This design comes from an exercise in tuning for small area and a short achievable clock period on the open sky130 flow, not from production work.
Function was checked by simulation only, so behaviour that the tests miss may differ from the original.

## flow/design.v (module list and top-level ports; edited modules follow where they fit)
// module fc_neuron: 1219 lines
// module fc_neuron_fa: 10 lines
// module fc_neuron_ha: 9 lines
module fc_neuron #(
    parameter int unsigned RELU_EN = 0
) (
    input  logic        clk,
    input  logic        rst,
    input  logic [63:0] pooledPixelArray,
    input  logic [63:0] weight,
    output logic [7:0]  result
);
  // ...
==> flow/flow/run.sh <==
#!/bin/bash
# Standard ORFS layout, except that the port buffers are the smallest plain
# buffer instead of the delay cell buffer_ports picks by default.
set -euo pipefail
export BUFFER_PORTS_ARGS="-buffer_cell sky130_fd_sc_hd__buf_1"
bash standard.sh > standard.log 2>&1
==> flow/standard.sh <==
#!/bin/bash
# synth_recipe.tcl (not shown) runs the flow's synth.tcl, then flattens the netlist and writes it again
# the make line also repeats each setting of config.mk as NAME=value (left out here)
make -C /OpenROAD-flow-scripts/flow DESIGN_CONFIG=/design/flow/config.mk WORK_HOME=/design/flow/orfs CLKGATE_MAP_FILE= SYNTH_SCRIPT=/design/flow/synth_recipe.tcl "${@:-finish}"
==> flow/config.mk <==
export PLATFORM = sky130hd
export DESIGN_NAME = fc_neuron
export DESIGN_NICKNAME = fc_neuron
export VERILOG_FILES = /design/flow/design.v
export SDC_FILE = /design/flow/constraint.sdc
export NUM_CORES = 4
export LEC_CHECK = 0
export CAP_MARGIN = 20
export CORE_MARGIN = 2
export CORE_UTILIZATION = 40
export CTS_BUF_LIST = sky130_fd_sc_hd__clkbuf_2 sky130_fd_sc_hd__clkbuf_4
export SLEW_MARGIN = 20
export SYNTH_HIERARCHICAL = 1
export SYNTH_MINIMUM_KEEP_SIZE = 0
==> flow/constraint.sdc <==
create_clock -name core_clock -period 15.0 [get_ports {clk}]
set_input_delay 3.0000 -clock core_clock [delete_from_list [all_inputs] [get_ports {clk}]]
set_output_delay 3.0000 -clock core_clock [all_outputs]
set_load 0.01 [all_outputs]
==> impl_metrics.env, run 1 <==
export IMPL_initial_core_util=0.403
export IMPL_clockBufferDepth=2
export IMPL_cts_tree="built"
export IMPL_drc=0
export IMPL_chipHeight_um=184
export IMPL_vias_per_cell=5.47
export IMPL_yosysMostFrequentCell="fa_1"
export IMPL_critical_path_buf_inv_count=1
export IMPL_syn_instance_count=1171
export IMPL_status="complete, no violations"
export IMPL_timing_slew_headroom=0.574
export IMPL_grt_pass1_vias=10400
export IMPL_ys_seq_area_frac=0.0123
export IMPL_hold_path_depth=3
export IMPL_grt_ovfl_total=0
export IMPL_required_ps=15130
export IMPL_async_reset_ff_frac=0
export IMPL_num_tap_cells=442
export IMPL_core_area_um2=32300
export IMPL_cts_setup_buffers=0
export IMPL_synth_xor_area_frac=0
export IMPL_routedWlPerCell_um=25.1
export IMPL_cp_slowest_cell="fa_1"
export IMPL_synth_ff_type="dfxtp_1"
export IMPL_path_clk_slew_ps=50
export IMPL_cts_resized=0
export IMPL_wl_met2_mm=20.1
==> inputs of run 2 (changes only) <==
--- a/flow/config.mk
+++ b/flow/config.mk
@@ -7,2 +7,3 @@
 export LEC_CHECK = 0
+export ABC_AREA = 1
 export CAP_MARGIN = 20
==> run 2 against run 1 <==
Compared with the run above: cell area increased by 1.4%; largest cell class unchanged; count of clock-buffer cells in the layout unchanged; global-route usage decreased by 1.0 points.
==> impl_metrics.env, run 2 <==
export IMPL_ios=138
export IMPL_die_area_um2=34800
export IMPL_port_buffers=137
export IMPL_met1_usage=0.357
export IMPL_ys_types=20
export IMPL_timing_slew_headroom=0.582
export IMPL_crit_top_cell="fa_1"
export IMPL_status="complete, no violations"
export IMPL_drt_iter0_markers=929
export IMPL_cp_start_kind="input port"
export IMPL_crit_chain="buf_1, nand2_1, fa_1, fa_1, fa_1, fa_1, fa_1, fa_1, fa_1, fa_1, fa_1, ha_1, nand2_1, nor2_2, nand3_2, nand2_1, inv_1, nand3_2, a21oi_1"
export IMPL_synth_seq_cells=8
export IMPL_vias=9513
export IMPL_grt_antenna_before_repair=0
export IMPL_syn_avg_cell_area_um2=9.94
export IMPL_ys_seq_area_frac=0.0120
export IMPL_rsz0062_at_grt="no"
export IMPL_root_buffer="clkbuf_4"
export IMPL_largest_register_ffs=8
export IMPL_synth_top_area_frac=0.727
export IMPL_synth_area_leaders="fa_1 73%, nand2_1 15%, inv_1 4.1%, clkbuf_1 3.2%, ha_1 2.3%"
export IMPL_cts_hold_buf=0
export IMPL_yosys_warnings=7
export IMPL_drive_above_1_share=0.00591
export IMPL_clkSinkCount=8
export IMPL_drt_total_wl_mm=41.9
export IMPL_hold_viol=0
export IMPL_initial_core_util=0.408
export IMPL_syn_instance_count=1342
export IMPL_dp_hpwl_mm=39.1
export IMPL_synth_edff_count=0
export IMPL_grt_busiest_layer="met2"
export IMPL_max_stage_delay_ps=610
export IMPL_arrival_ps=9080
export IMPL_grt_pass1_vias=10400
export IMPL_grt_total_usage=0.253
export IMPL_die_w_um=187
export IMPL_ys_top_cells_by_count="522 x nand2_1, 484 x fa_1, 147 x inv_1, 112 x clkbuf_1, 24 x ha_1"
export IMPL_min_path_type="input port to register"
export IMPL_setup_violations=0
export IMPL_required_ps=15180
export IMPL_end_kind="register"
export IMPL_first_pass_iters=5
export IMPL_syn_nets=1980
export IMPL_grt_max_degree=10
export IMPL_grt_ovfl_total=0
export IMPL_drv_slew=0
export IMPL_yosysMostFrequentCell="nand2_1"
export IMPL_yosysTopAreaCell="fa_1"
export IMPL_area_growth_pct=4.39
export IMPL_met2_usage=0.406
export IMPL_cp_max_fo=9
export IMPL_chipHeight_um=187
export IMPL_async_reset_ff_frac=0
export IMPL_cap_violations=0
export IMPL_cts_tree="built"
export IMPL_fin_crit_ps=8900
export IMPL_design_area_um2=13900
export IMPL_htree_levels=1
export IMPL_final_cell_mix="522 x nand2_1, 484 x fa_1, 147 x inv_1, 137 x buf_1, 24 x ha_1"
export IMPL_row_count=66
export IMPL_grt_pass1_wl_mm=64.7
export IMPL_critical_path_class="input port to register"
export IMPL_routedWlPerCell_um=23.4
export IMPL_max_freq_ghz=0.112
export IMPL_core_area_um2=32700
export IMPL_hold_slack_ps=3110
export IMPL_ant_nets=0
export IMPL_path_clk_slew_ps=50
export IMPL_fin_nets=1993
export IMPL_cp_slowest_cell="fa_1"
export IMPL_synth_ff_type="dfxtp_1"
export IMPL_finalCritPeriodShare=0.593
export IMPL_regMostFlops="result_q"
export IMPL_clockBufferDepth=2
export IMPL_met3_usage=0.0320
export IMPL_num_antenna_cells=0
export IMPL_tns_ps=0
export IMPL_vias_per_cell=5.30
export IMPL_reg_largest_list="result_q (8)"
export IMPL_drc=0
export IMPL_dpl_cell_area_um2=13900
export IMPL_layout_commonest_cell="nand2_1"
export IMPL_cts_setup_buffers=0
export IMPL_gp_congestion=0.981
export IMPL_worst_pin_slew_ps=627
export IMPL_fillers=3293
export IMPL_numCtsBuffers=3
export IMPL_syn_area_um2=13300
export IMPL_cts_resized=0
## run 2: worst paths after layout
kind,depth (start not counted),to,startpoint,slack [ps]
worst max-delay path,19,result_q[1],pooledPixelArray[13],6100
worst min-delay path,2,result_q[4],rst,3110
## run 2: final cells by class
cell class | instances | area [µm²] | share of cell area
Multi-Input combinational cell | 1058 | 12100 | 0.871
Tap cell | 442 | 553 | 0.0397
Inverter | 147 | 552 | 0.0396
Timing Repair Buffer | 137 | 514 | 0.0369
Sequential cell | 8 | 160 | 0.0115
Clock buffer | 3 | 22.5 | 0.00162
## run 2: cells by family (layout without fill, tap and decap cells)
| group | count (synthesis) | count (layout) | synth area share |
|---|---|---|---|
| AO/OA/AOI/OAI | 13 | 13 | 0.00535 |
| adder cells (fa/ha/maj) | 508 | 508 | 0.749 |
| buffers and inverters | 276 | 287 | 0.0792 |
| flip-flops | 8 | 8 | 0.0120 |
| AND/OR/NAND/NOR | 537 | 537 | 0.154 |
## run 2: Yosys stat by module (local to each module, per instance)
module        flops+latches  area [µm²]
fc_neuron_ha              0        12.5
fc_neuron_fa              0        20.0
fc_neuron                 8        3580
## run 2: worst max-delay path, delay by kind of cell
| kind | cells | cell delay, ps |
|---|---|---|
| buffers and inverters | 2 | 500 |
| adders and majority gates | 10 | 4710 |
| AOI/OAI and AO/OA | 1 | 170 |
| and+or+nand+nor | 6 | 690 |
## run 2: metal layers
layer	share of wire	wire (µm)	vias up
li1	-	-	3818
met1	0.39	16500	5043
met3	0.091	3820	72
met4	0.041	1730	0
met2	0.47	19800	580
met5	0	0	-
## run 2: stage by stage
step           utilization  setup WS (ps)  instances
2_1_floorplan            -           6590       1342
3_3_place_gp         0.425           5880       1792
3_5_place_dp         0.425           5870       1792
4_1_cts              0.426           6140       1795
5_1_grt              0.426           5780       1795
6_report             0.426           6100       1795
==> inputs of run 3 (changes only) <==
==> flow/flow/run.sh (replaced) <==
#!/bin/bash
# Standard ORFS layout, except that the port buffers are a small plain
# buffer instead of the delay cell buffer_ports picks by default.
set -euo pipefail
export BUFFER_PORTS_ARGS="-buffer_cell sky130_fd_sc_hd__buf_2"
bash standard.sh > standard.log 2>&1
==> run 3 against run 2 <==
Compared with the run above: die area stayed put; routed wire length up 0.75%; cell count unchanged; first-iteration DRC count is 12% higher; synthesized area stayed put; flip-flop and latch count stayed put; via count grew 0.55%; critical path depth fell by 2; core utilization increased by 0.52 points.
==> impl_metrics.env, run 3 <==
export IMPL_root_buffer="clkbuf_4"
export IMPL_clkSinkCount=8
export IMPL_num_antenna_cells=0
export IMPL_drt_total_wl_mm=42.2
export IMPL_timing_slew_headroom=0.748
export IMPL_arrival_ps=8870
export IMPL_ys_seq_area_frac=0.0120
export IMPL_drt_iter0_markers=1044
export IMPL_dpl_cell_area_um2=14100
export IMPL_regMostFlops="result_q"
export IMPL_syn_avg_cell_area_um2=9.94
export IMPL_cts_tree="built"
export IMPL_synth_seq_cells=8
export IMPL_dp_hpwl_mm=39.5
export IMPL_worst_pin_slew_ps=379
export IMPL_grt_pass1_wl_mm=64.5
export IMPL_largest_register_ffs=8
export IMPL_cp_max_fo=9
export IMPL_async_reset_ff_frac=0
export IMPL_rsz0062_at_grt="no"
export IMPL_grt_total_usage=0.252
export IMPL_finalCritPeriodShare=0.585
export IMPL_syn_nets=1980
export IMPL_clockBufferDepth=2
export IMPL_ios=138
export IMPL_grt_pass1_vias=10400
export IMPL_drc=0
export IMPL_cts_setup_buffers=0
export IMPL_design_area_um2=14100
export IMPL_required_ps=15100
export IMPL_cap_violations=0
export IMPL_met1_length_mm=16.4
export IMPL_initial_core_util=0.408
export IMPL_routed_wl_met3_mm=4.07
export IMPL_ys_top_cells_by_count="522 x nand2_1, 484 x fa_1, 147 x inv_1, 112 x clkbuf_1, 24 x ha_1"
export IMPL_hold_viol=0
export IMPL_wl_met2_mm=19.9
export IMPL_hold_path_depth=2
export IMPL_synth_area_leaders="fa_1 73%, nand2_1 15%, inv_1 4.1%, clkbuf_1 3.2%, ha_1 2.3%"
export IMPL_vias=9565
export IMPL_yosysTopAreaCell="fa_1"
export IMPL_cts_resized=0
export IMPL_placed_cells=1792
export IMPL_end_kind="register"
export IMPL_grt_max_degree=10
export IMPL_critical_path_class="input port to register"
export IMPL_final_cell_mix="522 x nand2_1, 484 x fa_1, 147 x inv_1, 137 x buf_2, 24 x ha_1"
export IMPL_drv_slew=0
export IMPL_setup_violations=0
export IMPL_vias_per_cell=5.33
export IMPL_synth_edff_count=0
export IMPL_min_path_type="input port to register"
export IMPL_max_freq_ghz=0.114
export IMPL_row_count=66
export IMPL_htree_levels=1
export IMPL_syn_instance_count=1342
export IMPL_synth_top_area_frac=0.727
export IMPL_fin_crit_ps=8770
export IMPL_cp_start_kind="input port"
export IMPL_chipHeight_um=187
export IMPL_synth_ff_type="dfxtp_1"
export IMPL_grt_ovfl_total=0
export IMPL_status="complete, no violations"
export IMPL_fin_nets=1993
export IMPL_reg_largest_list="result_q (8)"
export IMPL_first_pass_iters=8
export IMPL_gp_congestion=0.970
export IMPL_die_area_um2=34800
export IMPL_routedWlPerCell_um=23.5
export IMPL_syn_area_um2=13300
export IMPL_drive_above_1_share=0.107
export IMPL_yosys_warnings=7
export IMPL_fin_cells=1795
export IMPL_path_clk_slew_ps=50
export IMPL_numCtsBuffers=3
export IMPL_grt_antenna_before_repair=0
export IMPL_layout_commonest_cell="nand2_1"
export IMPL_ys_types=20
export IMPL_die_w_um=187
export IMPL_port_buffers=137
export IMPL_yosysMostFrequentCell="nand2_1"
export IMPL_ant_nets=0
export IMPL_top_layer="met4"
export IMPL_final_core_util=0.431
export IMPL_cts_hold_buf=0
export IMPL_core_area_um2=32700
export IMPL_area_growth_pct=5.68
export IMPL_tns_ps=0
-- run 3: cell counts after synthesis --
No cell type changed its count.
-- run 3: stage by stage --
stage                     hold slack (ps)  worst slack, ps
after floorplan                      3290             6590
after detailed placement             3270             6010
after global placement               3260             6040
after CTS                            3010             6270
final                                3010             6230
after global routing                 3010             6030
-- run 3: layout make-up --
type / count / area (µm²)
inverters: 147 / 552
well taps: 442 / 553
clock buffers: 3 / 22.5
fillers: 3224 / 18600
repair buffers: 137 / 686
flip-flops and latches: 8 / 160
multi-input cells: 1058 / 12100
-- run 3: per-module statistics from Yosys (local to each module, per instance) --
module / times used / cells / cell area (µm²)
fc_neuron: 1 / 853 / 3580
fc_neuron_ha: 5 / 1 / 12.5
fc_neuron_fa: 484 / 1 / 20.0
-- run 3: logic make-up (layout without fill, tap and decap cells) --
| logic type | Yosys count | count (layout) | synth area share |
|---|---|---|---|
| flip-flops | 8 | 8 | 0.0120 |
| adder cells (fa/ha/maj) | 508 | 508 | 0.749 |
| AO/OA/AOI/OAI | 13 | 13 | 0.00535 |
| AND/OR/NAND/NOR | 537 | 537 | 0.154 |
| buffers and inverters | 276 | 287 | 0.0792 |
-- run 3: critical path: stages --
cell and delay (ps):
buf_2 210, nand2_1 120, fa_1 650, fa_1 480
fa_1 430, fa_1 490, fa_1 460, fa_1 450
fa_1 400, fa_1 510, fa_1 450, ha_1 350
nand2_1 70, nor2_2 140, nand3_2 200, o21bai_1 310
a31oi_1 140
-- run 3: final timing paths --
kind	start	to	slack (ps)
worst max-delay path	weight[21]	result_q[7]	6230
worst min-delay path	rst	result_q[2]	3010
-- run 3: per-layer routing --
layer,up-vias,track usage
li1,3821,-
met1,5038,0.356
met2,630,0.406
met3,76,0.0284
met4,0,0.0925
met5,-,0

## afterwards: timing with drivers on the ports
How much do the figures lean on ideal ports? The routed layouts below were timed once more, with nothing changed but the port constraints.
Step 1 assumes that a clkbuf_16 drives the clock port and a buf_2 every other input.
Step 2, shift: input delay + t, output delay - t, t = (earliest + latest rising clock arrival at the registers) / 2. This alone moves slack from input paths to output paths.
a / b / c = ideal / step 1 / step 2; a / b = the first two.
| run | t, ns | setup slack, ns | worst hold slack (ns) | worst setup path at the end | latest minus earliest clock arrival (ns) |
|---|---|---|---|---|---|
| run 1 | 0.259 | 5.877 / 5.873 / 5.614 | 3.063 / 3.074 / 3.332 | input to register | 0.003 / 0.003 |
| run 2 | 0.269 | 6.098 / 6.085 / 5.816 | 3.108 / 3.112 / 3.381 | input to register | 0.002 / 0.002 |
| run 3 | 0.276 | 6.228 / 6.218 / 5.943 | 3.012 / 3.014 / 3.289 | input to register | 0.001 / 0.001 |
After both steps setup and hold are still met in every run listed. The setup slack of run 3, which loses most, moves by -0.010 ns with the drivers and by -0.285 ns with both steps.
